From an optimization exercise on the open Yosys and OpenROAD flow, aimed at a short achievable clock period and few clock cycles per item; shortcuts taken in it are not production practice. Function was checked by simulation only, so behaviour that the tests miss may differ from the original. No activity file was given, so power comes from the tool's default toggle rates.

[design.v]
package rv_core_pkg;
    typedef logic [31:0] xlen_t;      
    typedef logic [31:0] inst_t;      
    typedef logic [4:0]  reg_idx_t;   
    typedef logic [3:0]  alu_op_t;    
    typedef logic [2:0]  credit_t;    
    localparam int IQ_DEPTH = 4;      
    localparam int NUM_REGS = 32;
    localparam reg_idx_t ZERO_REG = 5'd0;
    localparam logic [6:0] OPC_OP     = 7'b0110011;   
    localparam logic [6:0] OPC_OP_IMM = 7'b0010011;   
    localparam logic [6:0] OPC_LUI    = 7'b0110111;
    localparam logic [2:0] F3_ADD_SUB = 3'b000;
    localparam logic [2:0] F3_SLL     = 3'b001;
    localparam logic [2:0] F3_SLT     = 3'b010;
    localparam logic [2:0] F3_SLTU    = 3'b011;
    localparam logic [2:0] F3_XOR     = 3'b100;
    localparam logic [2:0] F3_SRL_SRA = 3'b101;
    localparam logic [2:0] F3_OR      = 3'b110;
    localparam logic [2:0] F3_AND     = 3'b111;
    localparam alu_op_t ALU_ADD    = 4'd0;
    localparam alu_op_t ALU_SUB    = 4'd1;
    localparam alu_op_t ALU_AND    = 4'd2;
    localparam alu_op_t ALU_OR     = 4'd3;
    localparam alu_op_t ALU_XOR    = 4'd4;
    localparam alu_op_t ALU_SLL    = 4'd5;
    localparam alu_op_t ALU_SRL    = 4'd6;
    localparam alu_op_t ALU_SRA    = 4'd7;
    localparam alu_op_t ALU_SLT    = 4'd8;
    localparam alu_op_t ALU_SLTU   = 4'd9;
    localparam alu_op_t ALU_PASS_B = 4'd10;   
endpackage
`timescale 1ns/1ns
module rv_decode (
    input  logic               clock,
    input  logic               arst_n,
    input  logic               inst_valid,
    input  rv_core_pkg::inst_t inst,
    input  rv_core_pkg::xlen_t pc,
    output logic               credit_return,
    output logic               issue_valid,     
    output rv_core_pkg::alu_op_t  issue_alu_op,
    output rv_core_pkg::xlen_t    issue_opnd_a,
    output rv_core_pkg::xlen_t    issue_opnd_b,    
    output rv_core_pkg::reg_idx_t issue_rd,        
    output rv_core_pkg::xlen_t    issue_pc,
    output logic               issue_illegal,
    output rv_core_pkg::reg_idx_t wb_rs1_idx,
    output rv_core_pkg::reg_idx_t wb_rs2_idx,
    input  rv_core_pkg::xlen_t    wb_rs1_data,
    input  rv_core_pkg::xlen_t    wb_rs2_data,
    input  logic               wb_wb_valid,     
    input  rv_core_pkg::reg_idx_t wb_wb_idx
);
    localparam int PTR_W = $clog2(rv_core_pkg::IQ_DEPTH);
    rv_core_pkg::inst_t             iq_inst [0:rv_core_pkg::IQ_DEPTH-1];
    rv_core_pkg::xlen_t             iq_pc   [0:rv_core_pkg::IQ_DEPTH-1];
    logic [PTR_W-1:0]  head_ptr;
    logic [PTR_W-1:0]  tail_ptr;
    rv_core_pkg::credit_t           iq_count;
    logic              issue_fire;
    always_ff @(posedge clock) begin
        if (inst_valid) begin
            iq_inst[tail_ptr] <= inst;
            iq_pc[tail_ptr]   <= pc;
        end
    end
    always_ff @(posedge clock or negedge arst_n) begin
        if (!arst_n) begin
            head_ptr <= '0;
            tail_ptr <= '0;
            iq_count <= '0;
        end else begin
            if (inst_valid)
                tail_ptr <= tail_ptr + 1'b1;   
            if (issue_fire)
                head_ptr <= head_ptr + 1'b1;
            iq_count <= iq_count + rv_core_pkg::credit_t'(inst_valid) - rv_core_pkg::credit_t'(issue_fire);
        end
    end
    rv_core_pkg::inst_t    head_inst;
    rv_core_pkg::reg_idx_t head_rs1;
    rv_core_pkg::reg_idx_t head_rs2;
    rv_core_pkg::reg_idx_t dest_rd;
    rv_core_pkg::alu_op_t  dec_op;
    rv_core_pkg::xlen_t    dec_imm;
    logic     use_rs1;
    logic     use_rs2;
    logic     use_imm;
    logic     dec_illegal;
    function automatic logic [3:0] alu_sel(input logic [2:0] funct3, input logic alt,
                                        input logic is_reg);
        rv_core_pkg::alu_op_t op;
        case (funct3)
            rv_core_pkg::F3_ADD_SUB: op = (alt && is_reg) ? rv_core_pkg::ALU_SUB : rv_core_pkg::ALU_ADD;
            rv_core_pkg::F3_SLL:     op = rv_core_pkg::ALU_SLL;
            rv_core_pkg::F3_SLT:     op = rv_core_pkg::ALU_SLT;
            rv_core_pkg::F3_SLTU:    op = rv_core_pkg::ALU_SLTU;
            rv_core_pkg::F3_XOR:     op = rv_core_pkg::ALU_XOR;
            rv_core_pkg::F3_SRL_SRA: op = alt ? rv_core_pkg::ALU_SRA : rv_core_pkg::ALU_SRL;
            rv_core_pkg::F3_OR:      op = rv_core_pkg::ALU_OR;
            default:    op = rv_core_pkg::ALU_AND;
        endcase
        alu_sel = op;
    endfunction
    assign head_inst = iq_inst[head_ptr];
    assign head_rs1  = head_inst[19:15];
    assign head_rs2  = head_inst[24:20];
    always_comb begin
        dec_op      = rv_core_pkg::ALU_ADD;
        dec_imm     = '0;
        use_rs1     = 1'b0;
        use_rs2     = 1'b0;
        use_imm     = 1'b0;
        dec_illegal = 1'b0;
        case (head_inst[6:0])
            rv_core_pkg::OPC_OP: begin
                use_rs1 = 1'b1;
                use_rs2 = 1'b1;
                dec_op  = alu_sel(head_inst[14:12], head_inst[30], 1'b1);
            end
            rv_core_pkg::OPC_OP_IMM: begin
                use_rs1 = 1'b1;
                use_imm = 1'b1;
                dec_imm = {{20{head_inst[31]}}, head_inst[31:20]};   
                dec_op  = alu_sel(head_inst[14:12], head_inst[30], 1'b0);
            end
            rv_core_pkg::OPC_LUI: begin
                use_imm = 1'b1;
                dec_imm = {head_inst[31:12], 12'b0};
                dec_op  = rv_core_pkg::ALU_PASS_B;
            end
            default: dec_illegal = 1'b1;
        endcase
    end
    assign dest_rd = dec_illegal ? rv_core_pkg::ZERO_REG : head_inst[11:7];
    logic [rv_core_pkg::NUM_REGS-1:0] busy;
    logic                src_busy;
    assign src_busy   = (use_rs1 && busy[head_rs1]) || (use_rs2 && busy[head_rs2]);
    assign issue_fire = (iq_count != '0) && !src_busy;
    always_ff @(posedge clock or negedge arst_n) begin
        if (!arst_n) begin
            busy <= '0;
        end else begin
            if (wb_wb_valid)
                busy[wb_wb_idx] <= 1'b0;
            if (issue_fire && dest_rd != rv_core_pkg::ZERO_REG)
                busy[dest_rd] <= 1'b1;
        end
    end
    assign wb_rs1_idx    = head_rs1;
    assign wb_rs2_idx    = head_rs2;
    assign issue_valid   = issue_fire;
    assign issue_alu_op  = dec_op;
    assign issue_opnd_a  = use_rs1 ? wb_rs1_data : '0;
    assign issue_opnd_b  = use_imm ? dec_imm : wb_rs2_data;
    assign issue_rd      = dest_rd;
    assign issue_pc      = iq_pc[head_ptr];
    assign issue_illegal = dec_illegal;
    assign credit_return = issue_fire;   
endmodule
`timescale 1ns/1ns
module rv_execute (
    input  logic        clock,
    input  logic        arst_n,
    input  logic                  issue_valid,
    input  rv_core_pkg::alu_op_t  issue_alu_op,
    input  rv_core_pkg::xlen_t    issue_opnd_a,
    input  rv_core_pkg::xlen_t    issue_opnd_b,
    input  rv_core_pkg::reg_idx_t issue_rd,
    input  rv_core_pkg::xlen_t    issue_pc,
    input  logic                  issue_illegal,
    output logic                  exec_valid,
    output rv_core_pkg::xlen_t    exec_result,
    output rv_core_pkg::reg_idx_t exec_rd,
    output rv_core_pkg::xlen_t    exec_pc,       
    output logic                  exec_illegal
);
    rv_core_pkg::xlen_t      alu_out;
    logic [4:0] shamt;
    assign shamt = issue_opnd_b[4:0];   
    always_comb begin
        case (issue_alu_op)
            rv_core_pkg::ALU_ADD:    alu_out = issue_opnd_a + issue_opnd_b;
            rv_core_pkg::ALU_SUB:    alu_out = issue_opnd_a - issue_opnd_b;
            rv_core_pkg::ALU_AND:    alu_out = issue_opnd_a & issue_opnd_b;
            rv_core_pkg::ALU_OR:     alu_out = issue_opnd_a | issue_opnd_b;
            rv_core_pkg::ALU_XOR:    alu_out = issue_opnd_a ^ issue_opnd_b;
            rv_core_pkg::ALU_SLL:    alu_out = issue_opnd_a << shamt;
            rv_core_pkg::ALU_SRL:    alu_out = issue_opnd_a >> shamt;
            rv_core_pkg::ALU_SRA:    alu_out = rv_core_pkg::xlen_t'($signed(issue_opnd_a) >>> shamt);
            rv_core_pkg::ALU_SLT: begin
                alu_out = {31'b0, $signed(issue_opnd_a) < $signed(issue_opnd_b)};
            end
            rv_core_pkg::ALU_SLTU:   alu_out = {31'b0, issue_opnd_a < issue_opnd_b};
            rv_core_pkg::ALU_PASS_B: alu_out = issue_opnd_b;
            default:    alu_out = '0;
        endcase
    end
    always_ff @(posedge clock or negedge arst_n) begin
        if (!arst_n)
            exec_valid <= 1'b0;
        else
            exec_valid <= issue_valid;
    end
    always_ff @(posedge clock) begin
        if (issue_valid) begin
            exec_result  <= alu_out;
            exec_rd      <= issue_rd;
            exec_pc      <= issue_pc;
            exec_illegal <= issue_illegal;
        end
    end
endmodule
`timescale 1ns/1ns
module rv_result (
    input  logic                  clock,
    input  logic                  arst_n,
    input  logic                  exec_valid,
    input  rv_core_pkg::xlen_t    exec_result,
    input  rv_core_pkg::reg_idx_t exec_rd,
    input  rv_core_pkg::xlen_t    exec_pc,
    input  logic                  exec_illegal,
    input  rv_core_pkg::reg_idx_t wb_rs1_idx,
    input  rv_core_pkg::reg_idx_t wb_rs2_idx,
    output rv_core_pkg::xlen_t    wb_rs1_data,
    output rv_core_pkg::xlen_t    wb_rs2_data,
    output logic                  wb_wb_valid,
    output rv_core_pkg::reg_idx_t wb_wb_idx,
    output rv_core_pkg::xlen_t    wb_wb_data,
    output logic                  commit_valid,
    output rv_core_pkg::reg_idx_t commit_reg_idx,
    output rv_core_pkg::xlen_t    commit_data,
    output rv_core_pkg::xlen_t    commit_npc,
    output logic                  commit_illegal
);
    rv_core_pkg::xlen_t rf [0:rv_core_pkg::NUM_REGS-1];
    logic  wb_en;
    assign wb_en = exec_valid && !exec_illegal && (exec_rd != rv_core_pkg::ZERO_REG);
    always_ff @(posedge clock or negedge arst_n) begin
        if (!arst_n) begin
            for (int i = 0; i < rv_core_pkg::NUM_REGS; i++)
                rf[i] <= '0;
        end else if (wb_en) begin
            rf[exec_rd] <= exec_result;
        end
    end
    assign wb_rs1_data = (wb_rs1_idx == rv_core_pkg::ZERO_REG) ? '0 : rf[wb_rs1_idx];
    assign wb_rs2_data = (wb_rs2_idx == rv_core_pkg::ZERO_REG) ? '0 : rf[wb_rs2_idx];
    assign wb_wb_valid = wb_en;
    assign wb_wb_idx   = exec_rd;
    assign wb_wb_data  = exec_result;
    always_ff @(posedge clock or negedge arst_n) begin
        if (!arst_n)
            commit_valid <= 1'b0;
        else
            commit_valid <= exec_valid;
    end
    always_ff @(posedge clock) begin
        if (exec_valid) begin
            commit_reg_idx <= wb_en ? exec_rd : rv_core_pkg::ZERO_REG;
            commit_data    <= wb_en ? exec_result : '0;   
            commit_npc     <= exec_pc + rv_core_pkg::xlen_t'(4);
            commit_illegal <= exec_illegal;
        end
    end
endmodule
`timescale 1ns/1ns
module rv_core (
    input  logic                  clock,
    input  logic                  arst_n,
    input  logic                  inst_valid,
    input  rv_core_pkg::inst_t    inst,
    input  rv_core_pkg::xlen_t    pc,
    output logic                  credit_return,
    output logic                  commit_valid,
    output rv_core_pkg::reg_idx_t commit_reg_idx,
    output rv_core_pkg::xlen_t    commit_data,
    output rv_core_pkg::xlen_t    commit_npc,
    output logic                  commit_illegal
);
    logic                  issue_valid;
    rv_core_pkg::alu_op_t  issue_alu_op;
    rv_core_pkg::xlen_t    issue_opnd_a;
    rv_core_pkg::xlen_t    issue_opnd_b;
    rv_core_pkg::reg_idx_t issue_rd;
    rv_core_pkg::xlen_t    issue_pc;
    logic                  issue_illegal;
    logic                  exec_valid;
    rv_core_pkg::xlen_t    exec_result;
    rv_core_pkg::reg_idx_t exec_rd;
    rv_core_pkg::xlen_t    exec_pc;
    logic                  exec_illegal;
    rv_core_pkg::reg_idx_t wb_rs1_idx;
    rv_core_pkg::reg_idx_t wb_rs2_idx;
    rv_core_pkg::xlen_t    wb_rs1_data;
    rv_core_pkg::xlen_t    wb_rs2_data;
    logic                  wb_wb_valid;
    rv_core_pkg::reg_idx_t wb_wb_idx;
    rv_core_pkg::xlen_t    wb_wb_data;
    rv_decode rv_decode_i (
        .clock         (clock),
        .arst_n        (arst_n),
        .inst_valid    (inst_valid),
        .inst          (inst),
        .pc            (pc),
        .credit_return (credit_return),
        .issue_valid   (issue_valid),
        .issue_alu_op  (issue_alu_op),
        .issue_opnd_a  (issue_opnd_a),
        .issue_opnd_b  (issue_opnd_b),
        .issue_rd      (issue_rd),
        .issue_pc      (issue_pc),
        .issue_illegal (issue_illegal),
        .wb_rs1_idx    (wb_rs1_idx),
        .wb_rs2_idx    (wb_rs2_idx),
        .wb_rs1_data   (wb_rs1_data),
        .wb_rs2_data   (wb_rs2_data),
        .wb_wb_valid   (wb_wb_valid),
        .wb_wb_idx     (wb_wb_idx)
    );
    rv_execute rv_execute_i (
        .clock         (clock),
        .arst_n        (arst_n),
        .issue_valid   (issue_valid),
        .issue_alu_op  (issue_alu_op),
        .issue_opnd_a  (issue_opnd_a),
        .issue_opnd_b  (issue_opnd_b),
        .issue_rd      (issue_rd),
        .issue_pc      (issue_pc),
        .issue_illegal (issue_illegal),
        .exec_valid    (exec_valid),
        .exec_result   (exec_result),
        .exec_rd       (exec_rd),
        .exec_pc       (exec_pc),
        .exec_illegal  (exec_illegal)
    );
    rv_result rv_result_i (
        .clock          (clock),
        .arst_n         (arst_n),
        .exec_valid     (exec_valid),
        .exec_result    (exec_result),
        .exec_rd        (exec_rd),
        .exec_pc        (exec_pc),
        .exec_illegal   (exec_illegal),
        .wb_rs1_idx     (wb_rs1_idx),
        .wb_rs2_idx     (wb_rs2_idx),
        .wb_rs1_data    (wb_rs1_data),
        .wb_rs2_data    (wb_rs2_data),
        .wb_wb_valid    (wb_wb_valid),
        .wb_wb_idx      (wb_wb_idx),
        .wb_wb_data     (wb_wb_data),
        .commit_valid   (commit_valid),
        .commit_reg_idx (commit_reg_idx),
        .commit_data    (commit_data),
        .commit_npc     (commit_npc),
        .commit_illegal (commit_illegal)
    );
endmodule
[run.sh]
#!/bin/bash
# synth_recipe.tcl (not shown) runs the flow's synth.tcl, then flattens the netlist and writes it again
# the make line also repeats each setting of config.mk as NAME=value (left out here)
make -C /OpenROAD-flow-scripts/flow DESIGN_CONFIG=/design/flow/config.mk WORK_HOME=/design/flow/orfs CLKGATE_MAP_FILE= SYNTH_SCRIPT=/design/flow/synth_recipe.tcl finish
[config.mk]
export PLATFORM = sky130hd
export DESIGN_NAME = rv_core
export DESIGN_NICKNAME = rv_core
export VERILOG_FILES = /design/flow/design.v
export SDC_FILE = /design/flow/constraint.sdc
export NUM_CORES = 4
export LEC_CHECK = 0
export CAP_MARGIN = 20
export CORE_MARGIN = 2
export CORE_UTILIZATION = 30
export PLACE_DENSITY = 0.45
export SETUP_SLACK_MARGIN = 0.4
export SLEW_MARGIN = 20
[constraint.sdc]
create_clock -name core_clock -period 8.0 [get_ports {clock}]
set_input_delay 1.6000 -clock core_clock [delete_from_list [all_inputs] [get_ports {clock}]]
set_output_delay 1.6000 -clock core_clock [all_outputs]
set_load 0.01 [all_outputs]
==> results.txt <==
## metrics by stage
step	instances	power [W]	hold slack, ns	worst slack [ns]
after global placement	10100	0.0236	0.402	-0.157
after floorplan	6707	0.0161	0.400	1.49
after global routing	10500	0.0334	0.423	0.397
after CTS	10500	0.0320	0.421	0.418
final	10600	0.0327	0.416	0.552
after detailed placement	10200	0.0236	0.409	-0.107
## power by group through the flow
stage | registers (W) | logic (W) | clock network [W]
2_1_floorplan | 0.00960 | 0.00647 | 0
3_3_place_gp | 0.00996 | 0.0137 | 0
3_5_place_dp | 0.00992 | 0.0137 | 0
4_1_cts | 0.00982 | 0.0139 | 0.00824
5_1_grt | 0.00992 | 0.0149 | 0.00853
6_report | 0.00984 | 0.0147 | 0.00811
## cells in the mapped netlist, types with 14 or more instances
| cell type | n |
|---|---|
| nor4_1 | 19 |
| nand2_1 | 292 |
| nor2_1 | 265 |
| edfxtp_1 | 396 |
| nor3_1 | 127 |
| a21oi_1 | 222 |
| a221oi_1 | 49 |
| nand4_1 | 142 |
| mux2i_1 | 55 |
| a222oi_1 | 25 |
| a2111oi_0 | 123 |
| o32ai_1 | 14 |
| o22ai_1 | 15 |
| buf_6 | 33 |
| o221ai_1 | 16 |
| buf_2 | 80 |
| or4_1 | 16 |
| a21o_1 | 27 |
| buf_1 | 59 |
| a31oi_1 | 25 |
| nor2b_1 | 27 |
| a211oi_1 | 60 |
| clkbuf_1 | 381 |
| xnor2_1 | 45 |
| dfrtp_1 | 1033 |
| xor2_1 | 17 |
| mux2_2 | 1004 |
| ha_1 | 117 |
| and3_1 | 403 |
| a22o_1 | 23 |
| mux4_2 | 79 |
| buf_4 | 21 |
| and2_1 | 60 |
| nand3b_1 | 25 |
| nand3_1 | 108 |
| inv_1 | 121 |
| o211ai_1 | 32 |
| o21a_1 | 20 |
| nand2b_1 | 41 |
| a22oi_1 | 560 |
| o21ai_0 | 171 |
## repair_timing
action	4_1_cts	5_1_grt
gates resized for setup	17	57
buffers inserted	28	29
pin swaps	8	17
gates cloned	2	2
setup endpoints to repair	17	15
## area by class of cell
type                            count  area share [%]
Timing Repair Buffer              705            6.65
Sequential cell                  1429            40.9
Inverter                          127           0.525
Tap cell                         3384            4.59
Antenna cell                       17          0.0461
Clock buffer                      238            5.21
Multi-Input combinational cell   4580            41.0
Clock inverter                     80            1.07
## path summary, 6_finish.rpt
check	start	to	slack, ns	depth (start not counted)
max in group asynchronous	arst_n	rv_result_i.rf[29][10]$_DFFE_PN0P_	5.50	2
worst min register to register	rv_execute_i.exec_pc[1]$_DFFE_PP_	rv_result_i.commit_npc[1]$_DFFE_PP_	0.42	0
worst max register to register	rv_decode_i.head_ptr[0]$_DFFE_PN0P_	rv_execute_i.exec_result[17]$_DFFE_PP_	0.55	16
worst max-delay path	rv_decode_i.head_ptr[0]$_DFFE_PN0P_	rv_execute_i.exec_result[17]$_DFFE_PP_	0.55	16
min in group asynchronous	arst_n	rv_result_i.rf[27][24]$_DFFE_PN0P_	0.81	1
worst min-delay path	rv_execute_i.exec_pc[1]$_DFFE_PP_	rv_result_i.commit_npc[1]$_DFFE_PP_	0.42	0
## cells in the final DEF, fill, tap and decap left out, types with 36 or more instances in the layout
master | synthesis | layout
ha_1 | 117 | 116
nand2b_1 | 41 | 39
a211oi_1 | 60 | 59
mux2i_1 | 55 | 54
clkinv_2 | 0 | 36
inv_1 | 121 | 121
nand4_1 | 142 | 142
nand2_1 | 292 | 285
a221oi_1 | 49 | 48
clkbuf_16 | 0 | 174
and2_1 | 60 | 52
clkdlybuf4s50_1 | 0 | 137
dfrtp_1 | 1033 | 1030
a21oi_1 | 222 | 217
nand3_1 | 108 | 99
mux4_2 | 79 | 81
and3_1 | 403 | 403
edfxtp_1 | 396 | 396
nor3_1 | 127 | 119
o21ai_0 | 171 | 166
mux2_2 | 1004 | 1004
buf_4 | 21 | 520
a2111oi_0 | 123 | 99
nor2_4 | 1 | 52
clkbuf_1 | 381 | 43
xnor2_1 | 45 | 45
nor2_1 | 265 | 211
a22oi_1 | 560 | 560
## critical path: cells and delay by family (launching register included)
kind	cells	cell delay, ns
compound gates	6	2.38
buf+inv	4	1.55
simple gates	5	1.94
flops	1	0.49
mux	1	0.73
## flip-flops by register name (all words and copies together) (netlist names)
name / cells
rv_result_i.rf: 992
rv_decode_i.head_ptr: 2
rv_decode_i.tail_ptr: 2
rv_execute_i.exec_pc: 32
rv_result_i.commit_illegal: 1
rv_decode_i.iq_pc: 128
rv_result_i.commit_npc: 32
rv_result_i.commit_reg_idx: 5
rv_execute_i.exec_illegal: 1
rv_decode_i.iq_count: 3
rv_decode_i.iq_inst: 128
rv_result_i.commit_data: 32
rv_decode_i.busy: 32
rv_execute_i.exec_valid: 1
rv_execute_i.exec_rd: 5
rv_execute_i.exec_result: 32
rv_result_i.commit_valid: 1
## per-layer routing
metal,track usage (%),part of all wire [%]
met1,45.6,42
met2,47.1,41
met3,9.79,11
met4,17.3,6.3
met5,0.311,0.056
## kinds of logic after synthesis
logic type	after synthesis	synth area share [%]
compound gates	1585	15.2
xor+xnor	62	0.701
fa+ha+maj	120	1.97
buf+inv	702	3.96
flops	1429	48.7
mux	1139	17.6
simple gates	1670	11.9
==> impl_metrics.csv <==
group,metric,value,unit
die,dieArea,262000,um2
cells_and_area,finish.instance_area,92200,um2
cells_and_area,drive_above_1_share,30.5,%
global_route,grt_pass1_wl,601,mm
die,core_area,257000,um2
worst_setup_path,crit_type,"register to register",
clock_tree,clockBufferDepth,3,
worst_setup_path,worstPathMaxFanout,37,
route,dr.first_iter.drc_count,10000,
timing,setup_viol,0,
placed_design,portBuffers,138,
clock_tree,cts_hold_buf,0,
cells_and_area,multi_input_area,37800,um2
job,max-cap-violations,0,
worst_setup_path,critPathLaunchType,"register",
placed_design,gp_congestion,1.01,
cells_and_area,fillers,25500,
worst_setup_path,cp_data_arrival_time,8.04,ns
outcome,status,"timing/DRC/antenna clean",
synth,ys_top_cells_by_area,"dfrtp_1 33%, edfxtp_1 15%, mux2_2 15%",
synth,synth-seq-area-share,48.7,%
synth,yosys_warnings,4,
route,num_vias,68400,
timing,hold_viol_final,0,
cells_and_area,ff_latch_area,37800,um2
power_and_ir_drop,p_int,0.0178,W
timing,tightest_slew,1.26,ns
synth,synth_area,77500,um2
timing,maxSlewHeadroom,15.9,%
power_and_ir_drop,switchingPower,0.0149,W
power_and_ir_drop,power.share.combinational,45.1,%
die,num_io_pins,139,
cells_and_area,fin_nets,7201,
placed_design,hpwl,306,mm
timing,skew,0.0533,ns
synth,ys_types,122,
global_route,gr-total-overflow,0,
timing,rsz0062_at_grt,"true",
die,rows,186,
clock_tree,cts_tree,"yes",
clock_tree,cts-buffers-inserted,171,
clock_tree,root_buffer,"clkbuf_16",
synth,synth_area_per_cell,11.6,um2
global_route,gr-usage-all-layers,33.3,%
timing,min_period_over_period,93.1,%
cells_and_area,area_growth_syn_to_layout,19.0,%
timing,tns,0,ns
route,drcViolationCount,0,
synth,synth_flop_cell,"dfrtp_1",
cells_and_area,fin_util,35.9,%
synth,syn_nets,6894,
route,drtAntennaViolNets,0,
route,wl_per_cell,42.7,um
synth,yosys.area.top_type_share,33.4,%
worst_setup_path,critPathCaptureType,"register",
clock_tree,path_clk_slew,0.06,ns
route,wl,450,mm
power_and_ir_drop,switching_share,45.7,%
route,vias_per_cell,6.47,
power_and_ir_drop,power_density,354,nW/um2
route,drt-pass1-iter-count,7,
synth,syn_inst,6707,
global_route,grt_max_degree,174,
worst_setup_path,slowest_delay,0.78,ns
synth,synth-seq-cells,1429,
worst_setup_path,cpMaxStageDelayCell,"a21boi_0",
power_and_ir_drop,worst_ir_drop_vdd,0.000273,V
die,die_w,512,um
synth,synth_edf_count,396,
placed_design,placed_area,85500,um2
synth,synthArstFlopShare,72.3,%
worst_setup_path,worstPathRequired,8.59,ns
hold_path,hold_class,"register to register",
die,initial_core_util,30.2,%
clock_tree,clkLatencyLatePin,0.88,ns
worst_setup_path,path_cells,"buf_4 -> mux4_2 -> or3b_2 -> nor2_4 -> buf_4 -> a22oi_1 -> o2111ai_1 -> o31a_2 -> buf_4 -> buf_4 -> nor3_1 -> nor2_1 -> nor2_1 -> a21boi_0 -> o21ai_1 -> a2111o_1",
timing,max_freq,0.134,GHz
power_and_ir_drop,pwr-share-clk,24.8,%
die,die_h,512,um
timing,drv_slew,0,
timing,fin_crit,7.45,ns
power_and_ir_drop,power_leakage,40.5,nW
worst_setup_path,cp_common_cell,"buf_4",
clock_tree,cts_max_level,4,
synth,synth_top_area_cell,"dfrtp_1",
global_route,grt_pass1_vias,65800,
clock_tree,clkSinkCount,1429,
global_route,antenna_found_initial,53,
power_and_ir_drop,seqPwrFrac,30.1,%
Testbench counts, summed over its fixed seeds: cycles 10,947, items 8,000.

==> re-timing with driven ports <==
How much do the figures lean on ideal ports? The routed layout below was timed once more, with nothing changed but the port constraints. Step 1, drivers: a clkbuf_16 drives clock and a buf_2 each remaining input, both assumed. Step 2, shift: input delay + t, output delay - t, t = (earliest + latest rising clock arrival at the registers) / 2. This alone moves slack from input paths to output paths. Slacks: ideal ports / drivers / drivers and shift; pairs: ideal ports / drivers.
shift t [ns]: 0.951
slack for setup (ns): 0.552 / 0.552 / 0.552
hold slack, ns: 0.416 / 0.416 / 0.416
worst setup path at the end: register to register
cell pins on the clock port's net: 1
After both steps setup and hold are still met in this run. For this run, drivers alone change the setup slack by 0.000 ns; drivers and shift together by 0.000 ns.
